This design comes from an exercise in tuning for small area on the open sky130 flow, not from production work. In this exercise RTL edits were held to simulation tests only and were not proved equivalent to the original. Power figures rest on the tool's default switching activity, not on a simulated workload.

[design/flow/config.mk]
export PLATFORM = sky130hd
export DESIGN_NAME = clock_face_top
export DESIGN_NICKNAME = clock_face_top
export VERILOG_FILES = /design/flow/design.v
export SDC_FILE = /design/flow/constraint.sdc
export NUM_CORES = 4
export LEC_CHECK = 0
export CAP_MARGIN = 20
export CORE_MARGIN = 2
export CORE_UTILIZATION = 62
export CTS_BUF_LIST = sky130_fd_sc_hd__clkbuf_16
export CTS_CLUSTER_DIAMETER = 20
export CTS_CLUSTER_SIZE = 4
export SLEW_MARGIN = 20
[design/flow/constraint.sdc]
create_clock -name core_clock -period 39.7 [get_ports {vgaclk}]
set_input_delay 7.9400 -clock core_clock [delete_from_list [all_inputs] [get_ports {vgaclk}]]
set_output_delay 7.9400 -clock core_clock [all_outputs]
set_load 0.01 [all_outputs]
[design/flow/design.v]
package clock_face_pkg;
  typedef logic [9:0]          coord_t;   
  typedef logic [5:0]          tick_t;    
  typedef logic signed [17:0]  trig_t;    
  typedef logic [23:0]         rgb_t;     
  typedef struct packed {
    logic [4:0] hour;     
    logic [5:0] minute;
    logic [5:0] second;
  } clock_time_t;
  typedef struct packed {
    coord_t x;
    coord_t y;
  } pixel_pos_t;
  typedef struct packed {
    logic hsync;     
    logic vsync;     
    logic visible;   
  } sync_t;
  typedef struct packed {
    coord_t x;       
    coord_t y;
    coord_t len;     
    coord_t wid;     
  } hand_geom_t;
  typedef enum logic [1:0] {HAND_SECOND, HAND_MINUTE, HAND_HOUR} hand_id_t;
  localparam int SECOND_X = 270, SECOND_Y = 238, SECOND_LEN = 200, SECOND_WID = 4;
  localparam int MINUTE_X = 280, MINUTE_Y = 237, MINUTE_LEN = 200, MINUTE_WID = 6;
  localparam int HOUR_X   = 280, HOUR_Y   = 236, HOUR_LEN   = 150, HOUR_WID   = 8;
endpackage
module vga_timing (
  input  logic       vgaclk,
  input  logic       rst_n,
  output logic [9:0] hc,
  output logic [9:0] vc,        
  output logic       hsync_n,
  output logic       vsync_n,
  output logic       visible
);
  logic late;
  logic hvis, vvis;
  always_ff @(posedge vgaclk or negedge rst_n)
  begin
    if (!rst_n)
    begin
      hc <= 10'd38;               
      vc <= 10'(-277);            
    end
    else
    begin
      hc <= (hc == 10'd799) ? 10'd0 : hc + 10'd1;
      if (hc == 10'd735)
        vc <= (vc == 10'd247) ? 10'(-277) : vc + 10'd1;
    end
  end
  always_comb
  begin
    late    = (hc >= 10'd736) || (hc < 10'd40);
    hsync_n = !((hc >= 10'd48) && (hc < 10'd144));
    if (late)
      vsync_n = !((vc == 10'(-274)) || (vc == 10'(-273)));
    else
      vsync_n = !((vc == 10'(-275)) || (vc == 10'(-274)));
    hvis    = (hc >= 10'd192) || (hc < 10'd32);
    if (late)
      vvis = ($signed(vc) >= -10'sd239) && ($signed(vc) <= 10'sd240);
    else
      vvis = ($signed(vc) >= -10'sd240) && ($signed(vc) <= 10'sd239);
    visible = hvis && vvis;
  end
endmodule
module hand_angle (
  input  logic        vgaclk,
  input  logic [16:0] now,         
  input  logic        sample,
  output logic [5:0]  tick_second,
  output logic [5:0]  tick_minute,
  output logic [5:0]  tick_hour
);
  logic [16:0] now_q;
  logic [4:0]  hour12;
  always_ff @(posedge vgaclk)
    if (sample)
      now_q <= now;
  always_comb
  begin
    hour12      = (now_q[16:12] >= 5'd12) ? now_q[16:12] - 5'd12 : now_q[16:12];
    tick_second = now_q[5:0];
    tick_minute = now_q[11:6];
    tick_hour   = 6'(hour12 * 5) + 6'(now_q[11:6] / 6'd12);
  end
endmodule
module hand_raster (
  input  logic       vgaclk,
  input  logic [9:0] hc,
  input  logic [9:0] vc,
  input  logic [5:0] tick_second,
  input  logic [5:0] tick_minute,
  input  logic [5:0] tick_hour,
  output logic       hit_second,
  output logic       hit_minute,
  output logic       hit_hour
);
  function automatic logic [16:0] quarter_sin(input logic [3:0] k);
    case (k)
      4'd0:  quarter_sin = 17'd0;
      4'd1:  quarter_sin = 17'd6850;
      4'd2:  quarter_sin = 17'd13626;
      4'd3:  quarter_sin = 17'd20252;
      4'd4:  quarter_sin = 17'd26656;
      4'd5:  quarter_sin = 17'd32768;
      4'd6:  quarter_sin = 17'd38521;
      4'd7:  quarter_sin = 17'd43852;
      4'd8:  quarter_sin = 17'd48702;
      4'd9:  quarter_sin = 17'd53020;
      4'd10: quarter_sin = 17'd56756;
      4'd11: quarter_sin = 17'd59870;
      4'd12: quarter_sin = 17'd62329;
      4'd13: quarter_sin = 17'd64104;
      4'd14: quarter_sin = 17'd65177;
      default: quarter_sin = 17'd65536;
    endcase
  endfunction
  logic [4:0]  sl, st;
  logic        active, axis_x, which_x2;
  logic [1:0]  hand;            
  logic [5:0]  tick, tick15, tsel;
  logic        use_o, use15;
  logic [5:0]  k;
  logic        sneg;
  logic [16:0] mag;
  logic        o_neg, a_nonneg;
  logic        dybit;
  logic [7:0]  kmag;
  logic [16:0] op_mag;
  logic        op_neg;
  logic        clr, right, div_step;
  logic [27:0] a_in;
  logic [17:0] sum_hi;
  logic [27:0] sum;
  logic        qbit;
  logic [27:0] r;               
  logic        negf;            
  logic [9:0]  res, resx;
  logic        is_lower, wr, we_lo, we_hi, sh_lo, sh_hi;
  logic [9:0]  lo0, lo1, lo2, hi0, hi1, hi2;
  always_comb
  begin
    sl = hc[9:5];
    st = hc[4:0];
    active = (sl >= 5'd23) || (sl <= 5'd9);
    if (sl >= 5'd23)
    begin
      hand     = 2'd0;
      axis_x   = 1'b1;
      which_x2 = (sl == 5'd24);
    end
    else
    begin
      hand     = (sl <= 5'd1) ? 2'd0 : (sl <= 5'd5) ? 2'd1 : 2'd2;
      axis_x   = sl[1];
      which_x2 = sl[0];
    end
    case (hand)
      2'd0:    tick = tick_hour;
      2'd1:    tick = tick_minute;
      default: tick = tick_second;
    endcase
    tick15 = (tick >= 6'd45) ? tick - 6'd45 : tick + 6'd15;
    use_o = (st <= 5'd8);
    use15 = !(axis_x ^ use_o);
    tsel  = use15 ? tick15 : tick;
    sneg = (tsel > 6'd30);
    if (tsel <= 6'd15)
      k = tsel;
    else if (tsel <= 6'd30)
      k = 6'd30 - tsel;
    else if (tsel <= 6'd45)
      k = tsel - 6'd30;
    else
      k = 6'd60 - tsel;
    mag = quarter_sin(k[3:0]);
    o_neg    = sneg ^ axis_x;    
    a_nonneg = !sneg;
    case ({hand, axis_x, which_x2})
      4'b0010: kmag = 8'd111;    
      4'b0011: kmag = 8'd40;
      4'b0000: kmag = 8'd5;      
      4'b0001: kmag = 8'd4;
      4'b0110: kmag = 8'd161;    
      4'b0111: kmag = 8'd40;
      4'b0100: kmag = 8'd4;      
      4'b0101: kmag = 8'd3;
      4'b1010: kmag = 8'd151;    
      4'b1011: kmag = 8'd50;
      4'b1000: kmag = 8'd3;      
      default: kmag = 8'd2;
    endcase
    dybit    = (st[3:0] <= 4'd8) ? vc[st[3:0]] : 1'b0;
    clr      = (st == 5'd0);
    div_step = (st >= 5'd12);
    right    = (st <= 5'd9) || (st == 5'd11);
    if (st <= 5'd7)
    begin
      op_mag = dybit ? mag : 17'd0;
      op_neg = dybit & o_neg;
    end
    else if (st == 5'd8)
    begin
      op_mag = dybit ? mag : 17'd0;
      op_neg = dybit & !o_neg;
    end
    else if (st == 5'd9)
    begin
      op_mag = mag;
      op_neg = 1'b0;
    end
    else if (st == 5'd10)
    begin
      op_mag = {3'd0, kmag, 6'd0};
      op_neg = !which_x2;
    end
    else if (st == 5'd11)
    begin
      op_mag = 17'd0;
      op_neg = 1'b0;
    end
    else
    begin
      op_mag = mag;
      op_neg = (st == 5'd12) ? 1'b1 : r[0];
    end
    a_in   = clr ? 28'd0 : r;
    sum_hi = a_in[27:10] + ({1'b0, op_mag} ^ {18{op_neg}}) + 18'(op_neg);
    sum    = {sum_hi, a_in[9:0]};
    qbit   = div_step & !sum[27];
  end
  always_ff @(posedge vgaclk)
  begin
    if (right)
      r <= {sum[27], sum[27:1]};
    else
      r <= {sum[26:0], qbit};
    if (st == 5'd12)
      negf <= r[27];
  end
  always_comb
  begin
    res      = negf ? 10'd0 : (r[10] ? 10'h3ff : r[9:0]);
    resx     = res ^ {10{a_nonneg}};
    is_lower = a_nonneg ? which_x2 : !which_x2;
    wr       = active && (st == 5'd23);
    we_lo    = wr && is_lower && (axis_x || (resx > lo0));
    we_hi    = wr && !is_lower && (axis_x || (resx < hi0));
    sh_lo    = wr && is_lower && axis_x;
    sh_hi    = wr && !is_lower && axis_x;
  end
  always_ff @(posedge vgaclk)
  begin
    if (we_lo) lo0 <= resx;
    if (sh_lo) begin lo1 <= lo0; lo2 <= lo1; end
    if (we_hi) hi0 <= resx;
    if (sh_hi) begin hi1 <= hi0; hi2 <= hi1; end
  end
  always_comb
  begin
    hit_hour   = !active && (hc > lo2) && (hc <= hi2);
    hit_minute = !active && (hc > lo1) && (hc <= hi1);
    hit_second = !active && (hc > lo0) && (hc <= hi0);
  end
endmodule
module face_composer (
  input  logic        hsync_n,
  input  logic        vsync_n,
  input  logic        visible,
  input  logic [9:0]  hc,
  input  logic [9:0]  vc,
  input  logic        hit_second,
  input  logic        hit_minute,
  input  logic        hit_hour,
  output logic        hsync,
  output logic        vsync,
  output logic        sync_b,
  output logic [23:0] rgb
);
  logic [7:0] ady;
  logic [7:0] r1;
  logic [8:0] m;
  logic       dial;
  logic       red, green, blue;
  function automatic logic [7:0] dial_run(input logic [7:0] a);
    case (a)
      8'd0: dial_run = 8'd200;
      8'd1: dial_run = 8'd200;
      8'd2: dial_run = 8'd200;
      8'd3: dial_run = 8'd200;
      8'd4: dial_run = 8'd200;
      8'd5: dial_run = 8'd200;
      8'd6: dial_run = 8'd200;
      8'd7: dial_run = 8'd200;
      8'd8: dial_run = 8'd200;
      8'd9: dial_run = 8'd200;
      8'd10: dial_run = 8'd200;
      8'd11: dial_run = 8'd200;
      8'd12: dial_run = 8'd200;
      8'd13: dial_run = 8'd200;
      8'd14: dial_run = 8'd200;
      8'd15: dial_run = 8'd200;
      8'd16: dial_run = 8'd200;
      8'd17: dial_run = 8'd200;
      8'd18: dial_run = 8'd200;
      8'd19: dial_run = 8'd200;
      8'd20: dial_run = 8'd199;
      8'd21: dial_run = 8'd199;
      8'd22: dial_run = 8'd199;
      8'd23: dial_run = 8'd199;
      8'd24: dial_run = 8'd199;
      8'd25: dial_run = 8'd199;
      8'd26: dial_run = 8'd199;
      8'd27: dial_run = 8'd199;
      8'd28: dial_run = 8'd199;
      8'd29: dial_run = 8'd198;
      8'd30: dial_run = 8'd198;
      8'd31: dial_run = 8'd198;
      8'd32: dial_run = 8'd198;
      8'd33: dial_run = 8'd198;
      8'd34: dial_run = 8'd198;
      8'd35: dial_run = 8'd197;
      8'd36: dial_run = 8'd197;
      8'd37: dial_run = 8'd197;
      8'd38: dial_run = 8'd197;
      8'd39: dial_run = 8'd197;
      8'd40: dial_run = 8'd196;
      8'd41: dial_run = 8'd196;
      8'd42: dial_run = 8'd196;
      8'd43: dial_run = 8'd196;
      8'd44: dial_run = 8'd196;
      8'd45: dial_run = 8'd195;
      8'd46: dial_run = 8'd195;
      8'd47: dial_run = 8'd195;
      8'd48: dial_run = 8'd195;
      8'd49: dial_run = 8'd194;
      8'd50: dial_run = 8'd194;
      8'd51: dial_run = 8'd194;
      8'd52: dial_run = 8'd194;
      8'd53: dial_run = 8'd193;
      8'd54: dial_run = 8'd193;
      8'd55: dial_run = 8'd193;
      8'd56: dial_run = 8'd192;
      8'd57: dial_run = 8'd192;
      8'd58: dial_run = 8'd192;
      8'd59: dial_run = 8'd192;
      8'd60: dial_run = 8'd191;
      8'd61: dial_run = 8'd191;
      8'd62: dial_run = 8'd191;
      8'd63: dial_run = 8'd190;
      8'd64: dial_run = 8'd190;
      8'd65: dial_run = 8'd190;
      8'd66: dial_run = 8'd189;
      8'd67: dial_run = 8'd189;
      8'd68: dial_run = 8'd189;
      8'd69: dial_run = 8'd188;
      8'd70: dial_run = 8'd188;
      8'd71: dial_run = 8'd187;
      8'd72: dial_run = 8'd187;
      8'd73: dial_run = 8'd187;
      8'd74: dial_run = 8'd186;
      8'd75: dial_run = 8'd186;
      8'd76: dial_run = 8'd185;
      8'd77: dial_run = 8'd185;
      8'd78: dial_run = 8'd185;
      8'd79: dial_run = 8'd184;
      8'd80: dial_run = 8'd184;
      8'd81: dial_run = 8'd183;
      8'd82: dial_run = 8'd183;
      8'd83: dial_run = 8'd182;
      8'd84: dial_run = 8'd182;
      8'd85: dial_run = 8'd182;
      8'd86: dial_run = 8'd181;
      8'd87: dial_run = 8'd181;
      8'd88: dial_run = 8'd180;
      8'd89: dial_run = 8'd180;
      8'd90: dial_run = 8'd179;
      8'd91: dial_run = 8'd179;
      8'd92: dial_run = 8'd178;
      8'd93: dial_run = 8'd178;
      8'd94: dial_run = 8'd177;
      8'd95: dial_run = 8'd176;
      8'd96: dial_run = 8'd176;
      8'd97: dial_run = 8'd175;
      8'd98: dial_run = 8'd175;
      8'd99: dial_run = 8'd174;
      8'd100: dial_run = 8'd174;
      8'd101: dial_run = 8'd173;
      8'd102: dial_run = 8'd173;
      8'd103: dial_run = 8'd172;
      8'd104: dial_run = 8'd171;
      8'd105: dial_run = 8'd171;
      8'd106: dial_run = 8'd170;
      8'd107: dial_run = 8'd169;
      8'd108: dial_run = 8'd169;
      8'd109: dial_run = 8'd168;
      8'd110: dial_run = 8'd168;
      8'd111: dial_run = 8'd167;
      8'd112: dial_run = 8'd166;
      8'd113: dial_run = 8'd166;
      8'd114: dial_run = 8'd165;
      8'd115: dial_run = 8'd164;
      8'd116: dial_run = 8'd163;
      8'd117: dial_run = 8'd163;
      8'd118: dial_run = 8'd162;
      8'd119: dial_run = 8'd161;
      8'd120: dial_run = 8'd160;
      8'd121: dial_run = 8'd160;
      8'd122: dial_run = 8'd159;
      8'd123: dial_run = 8'd158;
      8'd124: dial_run = 8'd157;
      8'd125: dial_run = 8'd157;
      8'd126: dial_run = 8'd156;
      8'd127: dial_run = 8'd155;
      8'd128: dial_run = 8'd154;
      8'd129: dial_run = 8'd153;
      8'd130: dial_run = 8'd152;
      8'd131: dial_run = 8'd152;
      8'd132: dial_run = 8'd151;
      8'd133: dial_run = 8'd150;
      8'd134: dial_run = 8'd149;
      8'd135: dial_run = 8'd148;
      8'd136: dial_run = 8'd147;
      8'd137: dial_run = 8'd146;
      8'd138: dial_run = 8'd145;
      8'd139: dial_run = 8'd144;
      8'd140: dial_run = 8'd143;
      8'd141: dial_run = 8'd142;
      8'd142: dial_run = 8'd141;
      8'd143: dial_run = 8'd140;
      8'd144: dial_run = 8'd139;
      8'd145: dial_run = 8'd138;
      8'd146: dial_run = 8'd137;
      8'd147: dial_run = 8'd136;
      8'd148: dial_run = 8'd135;
      8'd149: dial_run = 8'd134;
      8'd150: dial_run = 8'd133;
      8'd151: dial_run = 8'd132;
      8'd152: dial_run = 8'd130;
      8'd153: dial_run = 8'd129;
      8'd154: dial_run = 8'd128;
      8'd155: dial_run = 8'd127;
      8'd156: dial_run = 8'd126;
      8'd157: dial_run = 8'd124;
      8'd158: dial_run = 8'd123;
      8'd159: dial_run = 8'd122;
      8'd160: dial_run = 8'd120;
      8'd161: dial_run = 8'd119;
      8'd162: dial_run = 8'd118;
      8'd163: dial_run = 8'd116;
      8'd164: dial_run = 8'd115;
      8'd165: dial_run = 8'd114;
      8'd166: dial_run = 8'd112;
      8'd167: dial_run = 8'd111;
      8'd168: dial_run = 8'd109;
      8'd169: dial_run = 8'd107;
      8'd170: dial_run = 8'd106;
      8'd171: dial_run = 8'd104;
      8'd172: dial_run = 8'd103;
      8'd173: dial_run = 8'd101;
      8'd174: dial_run = 8'd99;
      8'd175: dial_run = 8'd97;
      8'd176: dial_run = 8'd95;
      8'd177: dial_run = 8'd94;
      8'd178: dial_run = 8'd92;
      8'd179: dial_run = 8'd90;
      8'd180: dial_run = 8'd88;
      8'd181: dial_run = 8'd86;
      8'd182: dial_run = 8'd83;
      8'd183: dial_run = 8'd81;
      8'd184: dial_run = 8'd79;
      8'd185: dial_run = 8'd76;
      8'd186: dial_run = 8'd74;
      8'd187: dial_run = 8'd71;
      8'd188: dial_run = 8'd69;
      8'd189: dial_run = 8'd66;
      8'd190: dial_run = 8'd63;
      8'd191: dial_run = 8'd60;
      8'd192: dial_run = 8'd56;
      8'd193: dial_run = 8'd53;
      8'd194: dial_run = 8'd49;
      8'd195: dial_run = 8'd45;
      8'd196: dial_run = 8'd40;
      8'd197: dial_run = 8'd35;
      8'd198: dial_run = 8'd29;
      8'd199: dial_run = 8'd20;
      8'd200: dial_run = 8'd0;
      8'd201: dial_run = 8'd0;
      8'd202: dial_run = 8'd0;
      8'd203: dial_run = 8'd0;
      8'd204: dial_run = 8'd0;
      8'd205: dial_run = 8'd0;
      8'd206: dial_run = 8'd0;
      8'd207: dial_run = 8'd0;
      8'd208: dial_run = 8'd0;
      8'd209: dial_run = 8'd0;
      8'd210: dial_run = 8'd0;
      8'd211: dial_run = 8'd0;
      8'd212: dial_run = 8'd0;
      8'd213: dial_run = 8'd0;
      8'd214: dial_run = 8'd0;
      8'd215: dial_run = 8'd0;
      8'd216: dial_run = 8'd0;
      8'd217: dial_run = 8'd0;
      8'd218: dial_run = 8'd0;
      8'd219: dial_run = 8'd0;
      8'd220: dial_run = 8'd0;
      8'd221: dial_run = 8'd0;
      8'd222: dial_run = 8'd0;
      8'd223: dial_run = 8'd0;
      8'd224: dial_run = 8'd0;
      8'd225: dial_run = 8'd0;
      8'd226: dial_run = 8'd0;
      8'd227: dial_run = 8'd0;
      8'd228: dial_run = 8'd0;
      8'd229: dial_run = 8'd0;
      8'd230: dial_run = 8'd0;
      8'd231: dial_run = 8'd0;
      8'd232: dial_run = 8'd0;
      8'd233: dial_run = 8'd0;
      8'd234: dial_run = 8'd0;
      8'd235: dial_run = 8'd0;
      8'd236: dial_run = 8'd0;
      8'd237: dial_run = 8'd0;
      8'd238: dial_run = 8'd0;
      8'd239: dial_run = 8'd0;
      8'd240: dial_run = 8'd0;
      default: dial_run = 8'd0;
    endcase
  endfunction
  always_comb
  begin
    ady  = vc[9] ? 8'(-vc) : vc[7:0];
    r1   = dial_run(ady);
    m    = hc[9] ? hc[8:0] : ~hc[8:0];
    dial = ({1'b0, m} + {9'd0, !hc[9]}) < {2'd0, r1};
    red   = visible && (hit_second || (!hit_minute && !hit_hour && dial));
    green = visible && !hit_second && !hit_minute && (hit_hour || dial);
    blue  = visible && !hit_second && (hit_minute || (!hit_hour && dial));
    hsync  = hsync_n;
    vsync  = vsync_n;
    sync_b = hsync_n | vsync_n;
    rgb    = {{8{red}}, {8{green}}, {8{blue}}};
  end
endmodule
module clock_face_top (
  input  logic        vgaclk,
  input  logic        rst_n,
  input  logic [16:0] now,      
  output logic        hsync,
  output logic        vsync,
  output logic        sync_b,
  output logic [23:0] rgb       
);
  logic [9:0] hc, vc;
  logic       hsync_n, vsync_n, visible;
  logic [5:0] tick_second, tick_minute, tick_hour;
  logic       hit_second, hit_minute, hit_hour;
  vga_timing i_vga_timing (
    .vgaclk  (vgaclk),
    .rst_n   (rst_n),
    .hc      (hc),
    .vc      (vc),
    .hsync_n (hsync_n),
    .vsync_n (vsync_n),
    .visible (visible)
  );
  hand_angle i_hand_angle (
    .vgaclk      (vgaclk),
    .now         (now),
    .sample      (!vsync_n),
    .tick_second (tick_second),
    .tick_minute (tick_minute),
    .tick_hour   (tick_hour)
  );
  hand_raster i_hand_raster (
    .vgaclk      (vgaclk),
    .hc          (hc),
    .vc          (vc),
    .tick_second (tick_second),
    .tick_minute (tick_minute),
    .tick_hour   (tick_hour),
    .hit_second  (hit_second),
    .hit_minute  (hit_minute),
    .hit_hour    (hit_hour)
  );
  face_composer i_face_composer (
    .hsync_n    (hsync_n),
    .vsync_n    (vsync_n),
    .visible    (visible),
    .hc         (hc),
    .vc         (vc),
    .hit_second (hit_second),
    .hit_minute (hit_minute),
    .hit_hour   (hit_hour),
    .hsync      (hsync),
    .vsync      (vsync),
    .sync_b     (sync_b),
    .rgb        (rgb)
  );
endmodule
[design/flow/run.sh]
#!/bin/bash
# synth_recipe.tcl (not shown) runs the flow's synth.tcl, then flattens the netlist and writes it again
# the make line also repeats each setting of config.mk as NAME=value (left out here)
make -C /OpenROAD-flow-scripts/flow DESIGN_CONFIG=/design/flow/config.mk WORK_HOME=/design/flow/orfs CLKGATE_MAP_FILE= SYNTH_SCRIPT=/design/flow/synth_recipe.tcl finish
==> run summary, run 1 <==
The logs give 10500 for the detailed-route via count and 0.297 mW for the sum of internal, switching and leakage power. The final period demand of the worst path came out at 14.48 ns. After clock tree synthesis, the clock-pin slew on the worst setup and hold paths is 0.07 ns.

The tools report the boundary pin count as 46. The gate family responsible for the most delay along the worst path is compound AO/OA/AOI/OAI gates. In this run the static leakage power is 5.54 nW.

The core region area was 20000 µm²; the cell count after synthesis was 1461. Entering global routing, the biggest net connects 33 pins. During synthesis, Yosys emitted a total of 4 warnings.

The peak per-stage delay on the critical path was 0.70 ns; the detailed placer's ending HPWL was 21500 µm. Across the whole layout, storage elements account for 3420 µm². In the post-synthesis netlist, the biggest area contributors are sky130_fd_sc_hd__edfxtp_1 (19%), sky130_fd_sc_hd__ha_1 (16%), sky130_fd_sc_hd__xnor2_1 (4.8%), sky130_fd_sc_hd__dfxtp_1 (4.5%), sky130_fd_sc_hd__a21oi_1 (4.3%).

The tree is rooted in a sky130_fd_sc_hd__clkbuf_16. After detailed routing, the total wire length is 29300 µm. For the number of inserted filler cells in the final layout, the log shows 1735.

For this design the ratio of total power to cell area is 21.9 nW/µm². Worst slack on hold paths: 0.441 ns. In this run, placement finished with an instance count of 1697. The synthesized design contains 126 register bits.

After synthesis the cells add up to 12500 µm². The reported max-cap violation count was 0; the post-cts resize count was 0. The worst-case clock skew was 0.0156 ns; the die area was 21400 µm². sky130_fd_sc_hd__edfxtp_1 takes more of the synthesized area than any other cell. The max-slew headroom at the worst pin was 0.410; the proportion of synthesized chip area in sequential cells was 0.273. The slowest stage cell on the critical path is sky130_fd_sc_hd__dfstp_2.

The most critical setup path has its startpoint at i_vga_timing.vc[0]$_DFFE_PN1N_. The number of vias per cell after detailed routing works out to 6.05. The top cell type's share of synthesized area was 0.187.

In the synthesized netlist the dominant register cell turns out to be sky130_fd_sc_hd__edfxtp_1. Excluding fillers, the count of instances in the completed layout stands at 1729. The number of antenna violations at the first check in global routing is 0, and the top achievable clock speed is 0.0691 GHz.

Critical register-to-register path endpoint: i_hand_raster.r[25]$_DFF_P_. The transition time at the pin with the least slew margin came out at 0.882 ns. The final clock period utilization by the worst path is 0.365, and the critical path data arrival time is 6.54 ns. The async set-reset flop share out of synthesis works out to 0.159. The maximum fanout encountered on the critical timing path was 17; the starting density of the core was 0.625. When the netlist entered floorplanning its net count stood at 1644. The mean instance size in the synthesized netlist works out to 8.58 µm².

The worst hold path class was reg2reg. The run gives 9900 as the via count of the first global-routing pass. The global-route usage over all layers was 0.280; the detailed-routing iteration count for the pre-antenna-repair pass was 5.

The multi-input combinational cell area is 8270 µm², and the required time of the critical path is 31.76 ns. The first global-routing pass estimated 49300 µm of wire. From left edge to right edge, the die measures 146 µm. The net count reported at finish is 1629, and the number of standard-cell rows in the floorplan is 52. After global routing the overflow that remains totals 0.

The logic depth of the worst setup path including buffers came out at 21. After detailed routing, the average wire length per cell comes to 16.9 µm. The total count of hold-check failures in the final report is 0, and the post-CTS setup repair buffer count is 0. In this run the tool buffered the top-level ports with 45 buffer cells.

TritonCTS built the clock tree. The clock tree synthesis step divided the H-tree into 4 levels. In this run, post-CTS hold repair placed 0 buffers. The setup check on the worst reg-to-reg path leaves a slack of 29.55 ns. Max-slew violation count: 0. The run gives 17 as the number of buffers created by CTS. The flow ran to the end and the layout has no timing, DRC or antenna violations. Traced cell by cell, the critical path runs through inv_1 > ha_1 > mux2i_1 > inv_1 > ha_1 > ha_1 > o311ai_0 > o211ai_1 > a21oi_1 > nor3_1 > a21oi_1 > ha_1 > a21o_1 > a21o_1 > a21oi_1 > nor2b_1 > o21ai_0 > a21oi_1 > nand3b_1 > a21boi_0 > clkdlybuf4s50_1.

For this design, the sink count on the clock tree is 126. In this run, distinct cell masters in the synthesized netlist total 104. The length in cells of the worst reg-to-reg path was 37. At the later pin of the worst-skew pair, clock insertion delay measures 0.43 ns. The height of the chip was 146 µm.

Reg-to-reg critical path startpoint: i_vga_timing.hc[8]$_DFF_PN0_. The critical path is of the reg2out type. Nature of the critical path endpoint: a primary output. The congestion estimate from routability-driven global placement came to 0.889. The maximum number of buffers from clock root to sink is 2, and the fraction of final layout cells with drive strength greater than 1 is 0.0754. The startpoint type of the worst setup path is a flop. The repair_antennas step left the layout with diodes totalling 0. The worst path buffer plus inverter count works out to 3. The tools report the worst setup path endpoint as rgb[21]. For the starting DRC count in detailed routing, the log shows 696.

The number of remaining DRC errors is 0, and the worst voltage drop across the vdd grid is 0.0000314 V. In the final timing run, aggregate negative setup slack is 0 ns. Relative to the synthesized area, the layout overhead comes to 8.30%. Yosys mapped a number of flops with a built-in enable equal to 78. Setup violations remaining at the end of the flow were counted as 0. Setup repair after global routing left no endpoint under its margin. In this run the remaining antenna-violating nets after routing total 0.
-- layout by cell type (no fill, tap or decap), drive strengths merged, types with 19 or more instances in the layout --
cell           Yosys  routed
nand2            137     137
clkdlybuf4s50      0      45
xnor2             70      70
o211ai            21      21
inv               96     106
a21o              23      23
dfxtp             28      28
nand4             23      23
and2              27      27
a211oi            20      20
nor3              29      29
nor2             105     105
buf               48      19
nand2b            24      24
mux2i             29      29
nand3             34      34
nor2b             24      24
edfxtp            78      78
ha               162     162
xor2              27      27
a21oi            107     107
o21ai             94      94
-- routing by layer --
metal	share of wire	global-route usage
met1	0.47	0.391
met3	0.050	0.0406
met5	0	0
met4	0.024	0.0893
met2	0.46	0.450
-- report_power, final --
part | switching (mW) | internal, mW | total (mW)
Combinational | 0.000558 | 0.00152 | 0.00208
Clock | 0.0723 | 0.0847 | 0.157
Sequential | 0 | 0.138 | 0.138
-- how the worst min path moves through the flow --
stage,startpoint,to,slack [ns],cells after the start
2_1_floorplan,i_hand_raster.r[27]$_DFF_P_,i_hand_raster.negf$_DFFE_PP_,0.41,0
3_3_place_gp,i_hand_raster.r[27]$_DFF_P_,i_hand_raster.negf$_DFFE_PP_,0.42,0
3_5_place_dp,i_hand_raster.r[27]$_DFF_P_,i_hand_raster.negf$_DFFE_PP_,0.43,0
4_1_cts,i_hand_raster.lo0[9]$_DFFE_PP_,i_hand_raster.lo1[9]$_DFFE_PP_,0.44,0
5_1_grt,i_hand_raster.lo0[9]$_DFFE_PP_,i_hand_raster.lo1[9]$_DFFE_PP_,0.45,0
6_report,i_hand_raster.hi0[9]$_DFFE_PP_,i_hand_raster.hi1[9]$_DFFE_PP_,0.44,0
-- area by class of cell --
class,count,area share
clock inverters,15,0.0124
multi-input cells,1141,0.609
clock buffers,17,0.0314
flip-flops and latches,126,0.252
well taps,270,0.0249
repair buffers,64,0.0437
inverters,96,0.0267
-- synthesized netlist by cell type (8+ instances only) --
library cell               instances
sky130_fd_sc_hd__dfstp_2          10
sky130_fd_sc_hd__xor2_1           27
sky130_fd_sc_hd__buf_1            13
sky130_fd_sc_hd__inv_1            95
sky130_fd_sc_hd__nor2_1          103
sky130_fd_sc_hd__nand2_1         137
sky130_fd_sc_hd__a21oi_1         107
sky130_fd_sc_hd__o211ai_1         19
sky130_fd_sc_hd__dfxtp_1          28
sky130_fd_sc_hd__nor2b_1          24
sky130_fd_sc_hd__nand4_1          23
sky130_fd_sc_hd__dfrtp_1          10
sky130_fd_sc_hd__a211oi_1         19
sky130_fd_sc_hd__xnor2_1          69
sky130_fd_sc_hd__buf_4            28
sky130_fd_sc_hd__mux2i_1          27
sky130_fd_sc_hd__nand2b_1         24
sky130_fd_sc_hd__a21o_1           23
sky130_fd_sc_hd__edfxtp_1         78
sky130_fd_sc_hd__nand3b_1         10
sky130_fd_sc_hd__a31oi_1           9
sky130_fd_sc_hd__o21ai_0          86
sky130_fd_sc_hd__nor3_1           29
sky130_fd_sc_hd__clkbuf_1         50
sky130_fd_sc_hd__ha_1            162
sky130_fd_sc_hd__and2_1           27
sky130_fd_sc_hd__o21a_1            8
sky130_fd_sc_hd__nand3_1          34
-- stage by stage --
stage | instance area, µm² | setup slack, ns | utilization
floorplan | 12500 | 26.69 | -
global placement | 13000 | 25.90 | 0.647
detailed placement | 13000 | 25.68 | 0.647
CTS | 13600 | 25.19 | 0.677
global route | 13600 | 24.54 | 0.677
finish | 13600 | 25.22 | 0.677
-- registers in the layout, summed over array words and instances (netlist names) --
register / flops
i_hand_raster.r: 28
i_hand_angle.now_q: 17
i_hand_raster.hi0: 10
i_hand_raster.hi1: 10
i_hand_raster.hi2: 10
i_hand_raster.lo0: 10
i_hand_raster.lo1: 10
i_hand_raster.lo2: 10
i_vga_timing.hc: 10
i_vga_timing.vc: 10
i_hand_raster.negf: 1
-- kinds of logic (layout without fill, tap and decap cells) --
family / count (synthesis) / count (layout) / synth area share
simple gates: 456 / 456 / 0.179
compound gates: 383 / 383 / 0.207
buf+inv: 194 / 192 / 0.0699
fa+ha+maj: 164 / 164 / 0.165
flops: 126 / 126 / 0.273
xor+xnor: 97 / 97 / 0.0684
mux: 41 / 41 / 0.0388
-- worst register-to-register path, delay by kind of cell, from the launching register on --
family                     cells  cell delay, ns
AOI/OAI and AO/OA             22            4.69
adders and majority gates      3            1.19
and+or+nand+nor                4            1.16
muxes                          3            1.12
DFF                            1            0.77
xor gates and xnor gates       3            0.60
buffers and inverters          2            0.51
==> run 2: changes to the inputs <==
--- a/design/flow/config.mk
+++ b/design/flow/config.mk
@@ -6,4 +6,5 @@
 export NUM_CORES = 4
 export LEC_CHECK = 0
+export ABC_AREA = 1
 export CAP_MARGIN = 20
 export CORE_MARGIN = 2
==> run summary, run 2 <==
The run finished with no timing, DRC or antenna violations. Power density over the cells: 23.2 nW/µm² (+5.9%). The number of flip-flops and latches in the synthesized netlist works out to 126 (unchanged). The critical path goes through clkinv_1 > ha_1 > inv_1 > nor2_1 > inv_1 > nand3_1 > nand2_1 > clkinv_1 > o21ai_0 > nand2_1 > a31o_2 > o21ai_0 > ha_1 > a21oi_1 > o21a_1 > o31ai_1 > inv_1 > nand2_1 > a211oi_1 > clkdlybuf4s50_1. Yosys attributes the largest share of cell area to sky130_fd_sc_hd__edfxtp_1 (19%), sky130_fd_sc_hd__ha_1 (17%), sky130_fd_sc_hd__nand2_1 (9.3%), sky130_fd_sc_hd__inv_1 (7.2%), sky130_fd_sc_hd__dfxtp_1 (4.7%). Starting DRC count in detailed routing: 626 (-10%). The run gives 2 (unchanged) as the maximum number of buffers from clock root to sink. The total count of hold-check failures in the final report was 0 (unchanged).

After synthesis, the largest family of logic cells by area is simple AND/OR/NAND/NOR gates. For the post-CTS setup repair buffer count, the log shows 0 (unchanged). Number of remaining DRC errors: 0 (unchanged). Counting flops per register, the top entry is i_hand_raster.r. The run gives 4 (unchanged) as the maximum level of the CTS H-tree. The run gives 20500 µm² (-4.0%) as the die area. The min-delay analysis places its worst path in the category reg2reg. The sum of negative setup slack is 0 ns (unchanged). The required time of the critical path is 31.76 ns (about the same), and the share of the synthesized area in compound gates (AO/OA/AOI/OAI) is 0.142 (-0.0650). The number of standard-cell rows in the floorplan is 50 (-3.8%), and the worst voltage drop across the vdd grid is 0.0000293 V (-6.7%).

The net count reported at finish is 1783 (+9.5%). The count of port buffers added during placement is 45 (unchanged). TritonCTS built the clock tree.

The logs give 13100 µm² (-3.2%) for the final standard cell area without fillers and 1771 (+7.7%) for the post-synthesis net count. The proportion of synthesized area in mux cells is 0 (-0.0388), and the routability congestion estimate from global placement is 0.919 (+3.3%). The insertion delay to the later sink of the worst-skew pair came out at 0.44 ns (about the same).

Compared with the post-synthesis result, the final layout area differs by 9.26%. The run gives 0.284 (+0.0116) as the proportion of synthesized chip area in sequential cells. By startpoint and endpoint, the worst setup path is classified as reg2out. The tools report the buffer type at the clock tree root as sky130_fd_sc_hd__clkbuf_16.

The critical path starts at i_vga_timing.vc[0]$_DFFE_PN1N_. sky130_fd_sc_hd__edfxtp_1 takes more of the synthesized area than any other cell. Most frequently used cell type in the post-synthesis netlist: sky130_fd_sc_hd__nand2_1. The critical path data arrival time is 6.11 ns (-0.43 ns), and the via count of the first global-routing pass is 10300 (+3.7%). The peak per-stage delay on the critical path is 0.67 ns (-0.03 ns), and the reported max-cap violation count is 0 (unchanged). The number of buffers created by CTS is 17 (unchanged). The core region area came out at 18900 µm² (-5.7%). Number of vias per cell after detailed routing: 5.67 (-6.4%).

The xor and xnor fraction of the mapped netlist area came out at 0.0554 (-0.0130). The run gives 0 (unchanged) as the max-slew violation count. The pre-CTS setup slack came out at 26.12 ns (+0.442 ns). The sum of internal, switching and leakage power was 0.304 mW (+2.4%). For the detailed-routing iteration count for the pre-antenna-repair pass, the log shows 5 (unchanged). STA classifies the critical path endpoint as a primary output. Setup repair after global routing left no endpoint under its margin. The worst setup margin is 25.65 ns (+0.425 ns), and the transition time at the pin with the least slew margin is 1.10 ns (+0.218 ns). Leaving out fill and tap cells, the most frequent cells in the layout are sky130_fd_sc_hd__nand2_1 (297), sky130_fd_sc_hd__inv_1 (232), sky130_fd_sc_hd__ha_1 (162). The clock transition at the registers of the reported paths is 0.07 ns (about the same), and the number of standard cells in the layout, taps in and fillers out is 1873 (+8.3%). By count the netlist is led by sky130_fd_sc_hd__nand2_1 (297), sky130_fd_sc_hd__inv_1 (232), sky130_fd_sc_hd__ha_1 (162).

The number of enable flip-flop cells after synthesis works out to 78 (unchanged). The total overflow reported by the global router came out at 0 (unchanged). Among all stages on the critical path, the largest delay is contributed by sky130_fd_sc_hd__clkdlybuf4s50_1. The number of flip-flops in the largest register came out at 28 (unchanged). The tools report the top achievable clock speed as 0.0712 GHz (+3.0%). The adder and majority gate portion of the synthesized area was 0.172 (+0.00702); the starting density of the core was 0.636 (+0.0108).

The final clock period utilization by the worst path is 0.354 (-0.0107), and the mean instance size in the synthesized netlist is 7.57 µm² (-12%). The maximum fanout encountered on the critical timing path was 19 (+2). For the placed standard-cell area, the log shows 12500 µm² (-3.6%). The library cell used most frequently in the layout, excluding fill and tap cells, is sky130_fd_sc_hd__nand2_1. The area fraction in and, or, nand and nor cells after synthesis is 0.236 (+0.0576), and the leakage power is 6.27 nW (+13%). The worst-case clock skew came out at 0.0121 ns (-0.00354 ns). In the synthesized netlist the dominant register cell turns out to be sky130_fd_sc_hd__edfxtp_1. For the final-report setup violation count, the log shows 0 (unchanged). The final standard cell utilization of the core is 0.695 (+0.0178), and the number of synthesis warnings is 4 (unchanged). The post-placement cell count was 1840 (+8.4%); the remaining antenna violation count after routing was 0 (unchanged). STA classifies the critical path startpoint as a flop.

The final period demand of the worst path works out to 14.05 ns (-0.425 ns). The number of unique standard cell types used by synthesis is 63 (-39%). In this run the critical register-to-register path is launched from i_vga_timing.hc[9]$_DFF_PN0_. The height of the chip is 143 µm (-2.0%). The number of antenna violations at the first check in global routing is 0 (unchanged), and the post-cts resize count is 0 (unchanged). The TritonCTS sink count was 126 (unchanged); the top cell type's share of synthesized area was 0.195 (+0.00796). The run gives 1588 (+8.7%) as the cell count after synthesis. The detailed-route via count came out at 10600 (+1.4%). Area of the mapped netlist: 12000 µm² (-4.1%). The total of hold buffers inserted after clock tree synthesis came out at 0 (unchanged). The maximum number of pins on one net before global-route repair came out at 30 (-9.1%).

The max-slew headroom at the worst pin was 0.266 (-0.144). The post-detailed-routing wire length is 28900 µm (-1.4%). The async set-reset flop share out of synthesis was 0.159 (unchanged); the antenna cell count was 0 (unchanged). The horizontal extent of the die is 143 µm (-2.0%), and the boundary pin count is 46 (unchanged). The fraction of final layout cells with drive strength greater than 1 is 0.0800 (+0.00458), and the wire length of the first global-routing pass is 48100 µm (-2.6%). The hold path startpoint was i_hand_raster.hi1[5]$_DFFE_PP_. The worst slack on hold paths was 0.437 ns (-0.00456 ns). The run gives 21600 µm (+0.62%) as the detailed placer's ending HPWL. The largest registers in the layout are i_hand_raster.r: 28 flops, i_hand_angle.now_q: 17 flops. The routed wire length per instance was 15.4 µm (-9.0%); the number of inserted filler cells in the final layout was 1586 (-8.6%). For the global-route usage over all layers, the log shows 0.293 (+0.0130).
run 2: cell types whose count changed in the layout (fill, tap and decap cells not counted), sizes merged, moves of 9 or more:
cell,before,now
o21ai,94,108
nor2,105,136
a21oi,107,78
nand3,34,101
nand2b,24,0
inv,106,262
a21o,23,4
buf,19,10
mux2i,29,0
nor2b,24,0
nand2,137,315
and2,27,0
xnor2,70,10
xor2,27,63
run 2: cell type report:
| cell class | count | area, µm² | share of cell area |
|---|---|---|---|
| Timing Repair Buffer | 55 | 526 | 0.0400 |
| Inverter | 256 | 963 | 0.0734 |
| Tap cell | 260 | 325 | 0.0248 |
| Multi-Input combinational cell | 1144 | 7280 | 0.555 |
| Clock inverter | 15 | 190 | 0.0145 |
| Sequential cell | 126 | 3420 | 0.260 |
| Clock buffer | 17 | 425 | 0.0324 |
run 2: layer usage:
metal	part of all wire	global-route usage	vias to the layer above
met5	0	0	-
met1	0.45	0.380	4886
met2	0.47	0.497	321
met3	0.049	0.0399	66
li1	-	-	5341
met4	0.027	0.112	0
run 2: report_power, final:
group / internal [mW] / switching [mW]
clock: 0.0961 / 0.0681
sequential: 0.138 / 0
combinational: 0.00152 / 0.000582
run 2: worst paths after layout:
kind	cells after the start	end	slack [ns]
worst max-delay path	20	rgb[15]	25.65
worst min-delay path	0	i_hand_raster.hi2[5]$_DFFE_PP_	0.44
worst max register to register	47	i_hand_raster.r[27]$_DFF_P_	31.18
worst min register to register	0	i_hand_raster.hi2[5]$_DFFE_PP_	0.44
max in group asynchronous	1	i_vga_timing.vc[8]$_DFFE_PN0N_	31.13
min in group asynchronous	1	i_vga_timing.vc[4]$_DFFE_PN0N_	8.01
run 2: worst max-delay path, delay by kind of cell, from the launching register on:
family | cells | cell delay [ns]
fa+ha+maj | 2 | 0.65
flops | 1 | 0.64
compound gates | 7 | 1.73
simple gates | 5 | 0.84
buf+inv | 6 | 1.80
run 2: cell families (layout without fill, tap and decap cells):
family                     count (synthesis)  after routing
and+or+nand+nor                          626            626
buffers and inverters                    318            343
AOI/OAI and AO/OA                        281            281
adders and majority gates                164            164
DFF                                      126            126
xor gates and xnor gates                  73             73

[port drivers added, routing unchanged]
How much do the figures lean on ideal ports? The routed layouts below were timed once more, with nothing changed but the port constraints.
Step 1, drivers: a clkbuf_16 drives vgaclk and a buf_2 each remaining input, both assumed.
Step 2 also shifts input and output timing later by t, the mid clock arrival at the registers, as if the neighbouring blocks saw the same clock.
Slacks: no drivers / after step 1 / after step 2; pairs: no drivers / after step 1.
run | shift t [ns] | setup WS [ns] | hold slack, ns | worst setup path after step 2 | worst register clock-pin slew, ns
run 1 | 0.476 | 25.223 / 25.172 / 25.649 | 0.441 / 0.441 / 0.441 | register to output | 0.07 / 0.07
run 2 | 0.478 | 25.647 / 25.600 / 26.079 | 0.437 / 0.437 / 0.437 | register to output | 0.07 / 0.07
After both steps setup and hold are still met in every run listed.
